Context: an optimization exercise on an open-source flow, tuned for small area, a short achievable clock period and few clock cycles. The choices shown serve that exercise and are no tape-out recipe. The RTL was checked by simulation tests, not by an equivalence proof against the original design. No activity file was given, so power comes from the tool's default toggle rates.

[design/flow/config.mk]
export PLATFORM = sky130hd
export DESIGN_NAME = framed_value_table_sync_parser_core
export DESIGN_NICKNAME = framed_value_table_sync_parser_core
export VERILOG_FILES = /design/flow/design.v
export SDC_FILE = /design/flow/constraint.sdc
export NUM_CORES = 4
export LEC_CHECK = 0
export CAP_MARGIN = 20
export CORE_MARGIN = 2
export CORE_UTILIZATION = 40
export SLEW_MARGIN = 20
[design/flow/constraint.sdc]
create_clock -name core_clock -period 5.0 [get_ports {clk}]
set_input_delay 1.0000 -clock core_clock [delete_from_list [all_inputs] [get_ports {clk}]]
set_output_delay 1.0000 -clock core_clock [all_outputs]
set_load 0.01 [all_outputs]
[design/flow/design.v]
`timescale 1ns / 1ps
`default_nettype none
module framed_value_table_sync_parser_core #(
	parameter int TABLE_DEPTH = 256
) (
	input  wire logic    clk,
	input  wire logic    arst_n,
	input  wire logic    item_valid,
	output logic         item_stall,
	input  wire logic [16:0] item_bits,
	output logic         result_valid,
	input  wire logic    result_stall,
	output logic [58:0]  result_bits
);
	localparam logic [7:0] HDR_U = 8'h75;
	localparam logic [7:0] HDR_A = 8'h61;
	localparam logic [7:0] HDR_F = 8'h66;
	localparam int PH_HUNT  = 0;
	localparam int PH_GOT_U = 1;
	localparam int PH_GOT_A = 2;
	localparam int PH_COUNT = 3;
	localparam int PH_INDEX = 4;
	localparam int PH_LOW   = 5;
	localparam int PH_HIGH  = 6;
	logic        ov_q;
	logic        adv;
	logic        accept;
	assign adv        = !(ov_q && result_stall);
	assign item_stall = !adv;
	assign accept     = item_valid && adv;
	logic        v1_q;
	logic        k1_q;            
	logic [7:0]  b1_q;            
	logic [7:0]  i1_q;            
	logic [15:0] rlo1_q;          
	logic [15:0] rhi1_q;          
	always_ff @(posedge clk or negedge arst_n) begin
		if (!arst_n) begin
			v1_q <= 1'b0;
		end else if (adv) begin
			v1_q <= item_valid;
		end
	end
	always_ff @(posedge clk) begin
		if (adv) begin
			k1_q <= item_bits[16];
			b1_q <= item_bits[15:8];
			i1_q <= item_bits[7:0];
			for (int l = 0; l < 16; l++) rlo1_q[l] <= (item_bits[3:0] == 4'(l));
			for (int h = 0; h < 16; h++) rhi1_q[h] <= item_bits[16] && (item_bits[7:4] == 4'(h));
		end
	end
	logic        clr_q;
	logic [6:0]  ph_q, ph_d;
	logic [7:0]  left_q, left_d;
	logic [7:0]  idx_q, idx_d;
	logic [7:0]  low_q, low_d;
	logic [8:0]  size_q, size_d;
	logic [31:0] cnt_q;
	logic        wr1, end1;
	logic        byte1;
	logic [7:0]  seen;
	logic        seen_v;
	assign byte1 = v1_q && !k1_q;
	always_comb begin
		ph_d   = ph_q;
		left_d = left_q;
		idx_d  = idx_q;
		low_d  = low_q;
		wr1    = 1'b0;
		end1   = 1'b0;
		seen   = k1_q ? i1_q : b1_q;
		seen_v = v1_q && (k1_q || ph_q[PH_INDEX]);
		if (byte1) begin
			ph_d = '0;
			if (ph_q[PH_HUNT]) begin
				if (b1_q == HDR_U) ph_d[PH_GOT_U] = 1'b1; else ph_d[PH_HUNT] = 1'b1;
			end
			if (ph_q[PH_GOT_U]) begin
				if (b1_q == HDR_A) ph_d[PH_GOT_A] = 1'b1; else ph_d[PH_HUNT] = 1'b1;
			end
			if (ph_q[PH_GOT_A]) begin
				if (b1_q == HDR_F) ph_d[PH_COUNT] = 1'b1; else ph_d[PH_HUNT] = 1'b1;
			end
			if (ph_q[PH_COUNT]) begin
				left_d = b1_q;
				if (b1_q != 8'd0) ph_d[PH_INDEX] = 1'b1; else ph_d[PH_HUNT] = 1'b1;
			end
			if (ph_q[PH_INDEX]) begin
				idx_d = b1_q;
				ph_d[PH_LOW] = 1'b1;
			end
			if (ph_q[PH_LOW]) begin
				low_d = b1_q;
				ph_d[PH_HIGH] = 1'b1;
			end
			if (ph_q[PH_HIGH]) begin
				wr1    = 1'b1;
				left_d = left_q - 8'd1;
				if (left_q == 8'd1) begin
					end1 = 1'b1;
					ph_d[PH_HUNT] = 1'b1;
				end else begin
					ph_d[PH_INDEX] = 1'b1;
				end
			end
		end
		size_d = size_q;
		if (seen_v && ({1'b0, seen} >= size_q)) size_d = {1'b0, seen} + 9'd1;
	end
	always_ff @(posedge clk or negedge arst_n) begin
		if (!arst_n) begin
			clr_q  <= 1'b1;
			ph_q   <= 7'b0000001;
			left_q <= '0;
			idx_q  <= '0;
			low_q  <= '0;
			size_q <= '0;
			cnt_q  <= '0;
		end else begin
			clr_q <= 1'b0;
			if (adv) begin
				ph_q   <= ph_d;
				left_q <= left_d;
				idx_q  <= idx_d;
				low_q  <= low_d;
				size_q <= size_d;
				cnt_q  <= cnt_q + 32'(wr1);
			end
		end
	end
	logic [15:0] wdata;
	logic [15:0] whi, wlo;
	logic [15:0] tbl [256];
	assign wdata = clr_q ? 16'd0 : {b1_q, low_q};
	always_comb begin
		for (int j = 0; j < 16; j++) begin
			whi[j] = clr_q || (wr1 && idx_q[7:4] == 4'(j));
			wlo[j] = clr_q || (idx_q[3:0] == 4'(j));
		end
	end
	for (genvar r = 0; r < 256; r++) begin : g_row
		logic [15:0] q;
		always_ff @(posedge clk) begin
			if (whi[r / 16] && wlo[r % 16]) q <= wdata;
		end
		assign tbl[r] = q;
	end
	logic [15:0] grp [16];
	logic [15:0] rv1;
	always_comb begin
		rv1 = '0;
		for (int h = 0; h < 16; h++) begin
			grp[h] = '0;
			for (int l = 0; l < 16; l++) begin
				grp[h] = grp[h] | ({16{rlo1_q[l]}} & tbl[h * 16 + l]);
			end
			rv1 = rv1 | ({16{rhi1_q[h]}} & grp[h]);
		end
	end
	logic [15:0] orv_q;
	logic        ow_q, oe_q;
	always_ff @(posedge clk or negedge arst_n) begin
		if (!arst_n) begin
			ov_q <= 1'b0;
		end else if (adv) begin
			ov_q <= v1_q;
		end
	end
	always_ff @(posedge clk) begin
		if (adv) begin
			orv_q <= rv1;
			ow_q  <= wr1;
			oe_q  <= end1;
		end
	end
	assign result_valid = ov_q;
	assign result_bits  = {orv_q, ow_q, cnt_q, size_q, oe_q};
endmodule
`default_nettype wire
[design/flow/run.sh]
#!/bin/bash
# synth_recipe.tcl (not shown) runs the flow's synth.tcl, then flattens the netlist and writes it again
# the make line also repeats each setting of config.mk as NAME=value (left out here)
make -C /OpenROAD-flow-scripts/flow DESIGN_CONFIG=/design/flow/config.mk WORK_HOME=/design/flow/orfs CLKGATE_MAP_FILE= SYNTH_SCRIPT=/design/flow/synth_recipe.tcl finish
==> run summary <==
[timing repair]
action,in CTS,in global routing
gates resized for setup,0,1
buffers inserted,0,0
endpoints found under the setup margin,0,1
[worst reg2reg max path, cell delays in order, from the launching register on]
cell and delay [ps]:
edfxtp_1 780, buf_12 390, buf_12 220, buf_4 240
buf_4 190, a22oi_1 180, nand3_1 100, o21ai_0 820
nand4_1 860, or4_1 760
[layout make-up]
class | instances | area, um2
Fill cell | 31500 | 204000
Inverter | 16 | 60.1
Clock inverter | 260 | 2380
Timing Repair Buffer | 649 | 5970
Sequential cell | 4238 | 127000
Clock buffer | 507 | 10900
Antenna cell | 14 | 35.0
Multi-Input combinational cell | 3408 | 25300
Tap cell | 5038 | 6300
[cell usage in the layout (no fill, tap or decap), types with 35 or more instances in the layout]
| master | n |
|---|---|
| edfxtp_1 | 4163 |
| a22oi_1 | 1083 |
| a22o_1 | 497 |
| buf_4 | 493 |
| a221oi_1 | 490 |
| clkbuf_16 | 421 |
| nand3_1 | 301 |
| nand4_1 | 239 |
| nor2_2 | 219 |
| o21ai_0 | 167 |
| clkinv_1 | 115 |
| clkbuf_1 | 83 |
| clkdlybuf4s50_1 | 80 |
| clkinv_2 | 76 |
| dfrtp_1 | 73 |
| buf_12 | 62 |
| nand2_1 | 44 |
| nor2_1 | 42 |
| o21ai_1 | 39 |
| nor2_4 | 37 |
| bufinv_16 | 35 |
[logic make-up after synthesis]
kind of cell / synth area share (%)
DFF: 82.8
AOI/OAI and AO/OA: 11.9
and+or+nand+nor: 3.20
buffers and inverters: 1.53
xor gates and xnor gates: 0.206
muxes: 0.250
adders and majority gates: 0.106
other: 0.00245
[per-stage QoR]
stage                     instance area (um2)  setup WS (ps)
after floorplan                        153000           -484
after global placement                 164000            123
after detailed placement               164000            224
after CTS                              178000            252
after global routing                   178000            336
final                                  178000            255
[worst min path at each step]
| stage | to | slack (ps) | depth (start not counted) |
|---|---|---|---|
| after floorplan | ph_q[5] | 450 | 2 |
| after global placement | ph_q[5] | 460 | 2 |
| after detailed placement | ph_q[5] | 470 | 2 |
| after CTS | size_q[8] | 220 | 1 |
| after global routing | size_q[8] | 140 | 1 |
| final | size_q[8] | 90 | 1 |
[power by group]
part / total [mW] / internal (mW) / switching (mW) / leakage (nW)
sequential: 46.8 / 45.4 / 1.40 / 41.2
clock: 30.7 / 17.3 / 13.4 / 6.48
combinational: 12.4 / 2.93 / 9.50 / 10.7
total: 90.0 / 65.7 / 24.3 / 58.4
[registers in the layout, summed over array words and instances (netlist names)]
| signal | cells |
|---|---|
| g_row.q | 4096 |
| cnt_q | 32 |
| orv_q | 16 |
| rhi1_q | 16 |
| rlo1_q | 16 |
| size_q | 9 |
| b1_q | 8 |
| i1_q | 8 |
| idx_q | 8 |
| left_q | 8 |
| low_q | 8 |
| ph_q | 7 |
| clr_q | 1 |
| k1_q | 1 |
| oe_q | 1 |
| ov_q | 1 |
| ow_q | 1 |
| v1_q | 1 |
[per-layer routing]
layer  vias up  GRT usage (%)
met5         -              0
met4        14           12.7
met3      1091           6.48
met2      6547           39.2
met1     47600           34.5
li1      35700              -
==> results.cfg <==
[synthesis]
synthDominantCellAreaShare_pct = 81.5
syn_area_per_cell_um2 = 18.8
syn_inst = 8171
syn_area_mm2 = 0.153
synthesis.nets = 8205
synth-edff-count = 4163
ys_warn_count = 3
synth_area_leaders = edfxtp_1 82%, a22oi_1 5.3%, a22o_1 2.8%
ys.flop_type = edfxtp_1
synth_cell_type_count = 50
synthArstFlopShare_pct = 1.77
yosysMostFrequentCell = edfxtp_1
synth_largest_area_cell = edfxtp_1
yosysSeqAreaShare_pct = 82.8
ys_top_cells_by_count = 4163 x edfxtp_1, 1083 x a22oi_1, 497 x a22o_1
ys_ff_latch = 4238

[critical_path]
r2r_slack_ps = 250
worstPathArrival_ps = 5450
path_max_fanout = 25
end_kind = flip-flop
crit_buf_inv = 4
critPathSlowestCell = nand4_1
rr_startpoint = rlo1_q[6]
ff2ff_path_depth = 9
cp.depth = 9
critPathLaunchType = flip-flop
cpPeakStageDelay_ps = 860
critical-path-top-delay-family = simple AND/OR/NAND/NOR gates
setup.worst_path.end = orv_q[12]
worstSetupPathType = reg -> reg
startpoint = rlo1_q[6]
r2r-end = orv_q[12]
critPathRequiredTime_ps = 5710
crit_chain = buf_12 > buf_12 > buf_4 > buf_4 > a22oi_1 > nand3_1 > o21ai_0 > nand4_1 > or4_1

[clock_tree]
cts_max_path_buffers = 4
clk_latency_ps = 990
htree_levels = 5
numCtsBuffers = 415
cts_tree = done
clk_pin_slew_worst_paths_ps = 60
clock-sinks = 4238
root_buffer = clkbuf_16
cts_hold_buf = 0

[global_route]
overflow = 0
grt_pass1_vias = 87700
grt_pass1_wl_mm = 705
grt_antenna_before_repair = 28
track_usage_pct = 25.7
grt_max_degree = 209

[sta]
finalHoldViolations = 0
fin_crit_sh_pct = 94.9
min_period_ps = 4750
maxSlewViolCount = 0
max_slew_margin_pct = 17.4
tightest_slew_ps = 1230
fin_skew_ps = 84.7
fin_tns_setup_ps = 0
hold_ws_ps = 87.7
max_freq_mhz = 211
rsz0062_at_grt = no
setup_viol = 0

[route]
routed_wl_mm = 514
antenna_left = 0
viasPerCell = 6.44
wl_met2_mm = 230
met1_length_mm = 189
dr.pass1.iters = 8
post_drt_wl_per_cell_um = 36.4
num_vias = 91000
highest_layer = met5
drc_errors = 0
wl_met3_mm = 65.8
drt_iter0_drc = 14300

[power_and_ir_drop]
p_leak_nw = 58.4
p_per_area_mw_per_mm2 = 506
peakVddDrop_v = 0.000376
total_power_mw = 90.0

[min_path]
worstHoldPathType = in -> async

[finish]
area_growth_pct = 16.0
fin_util_pct = 46.6
drive_above_1_share_pct = 16.3
finalNonFillerCells = 14100
nNetsFinal = 8762

[floorplanning]
initial_core_util_pct = 40.1
rows = 227
die_area_mm2 = 0.388
die_width_um = 623
die_y_um = 623
core_area_mm2 = 0.382
ios = 82

[placement]
dp_cells = 13300
globalplace.congestion = 0.885
post-dp-hpwl_mm = 286
port_buffers = 81

[flow_run]
cap_viol_max_count = 0

[status]
outcome = timing/DRC/antenna clean
Testbench counts, summed over its fixed seeds: cycles 32,608.

afterwards: timing with drivers on the ports:
In the flow no input, the clock included, has a driving cell. The finished layout below was timed again as built, in two steps.
Step 1, drivers: a clkbuf_16 drives clk and a buf_2 each remaining input, both assumed.
Step 2 also shifts input and output timing later by t, the mid clock arrival at the registers, as if the neighbouring blocks saw the same clock.
a / b / c = ideal ports / drivers / drivers and shift; a / b = the first two.
t (ns): 1.048
slack for setup (ns): 0.255 / 0.255 / 0.255
hold slack, ns: 0.088 / 0.028 / 0.476
worst setup path at the end: register to register
After both steps this run still meets setup and hold. The setup slack of this run moves by 0.000 ns with the drivers and by 0.000 ns with both steps.
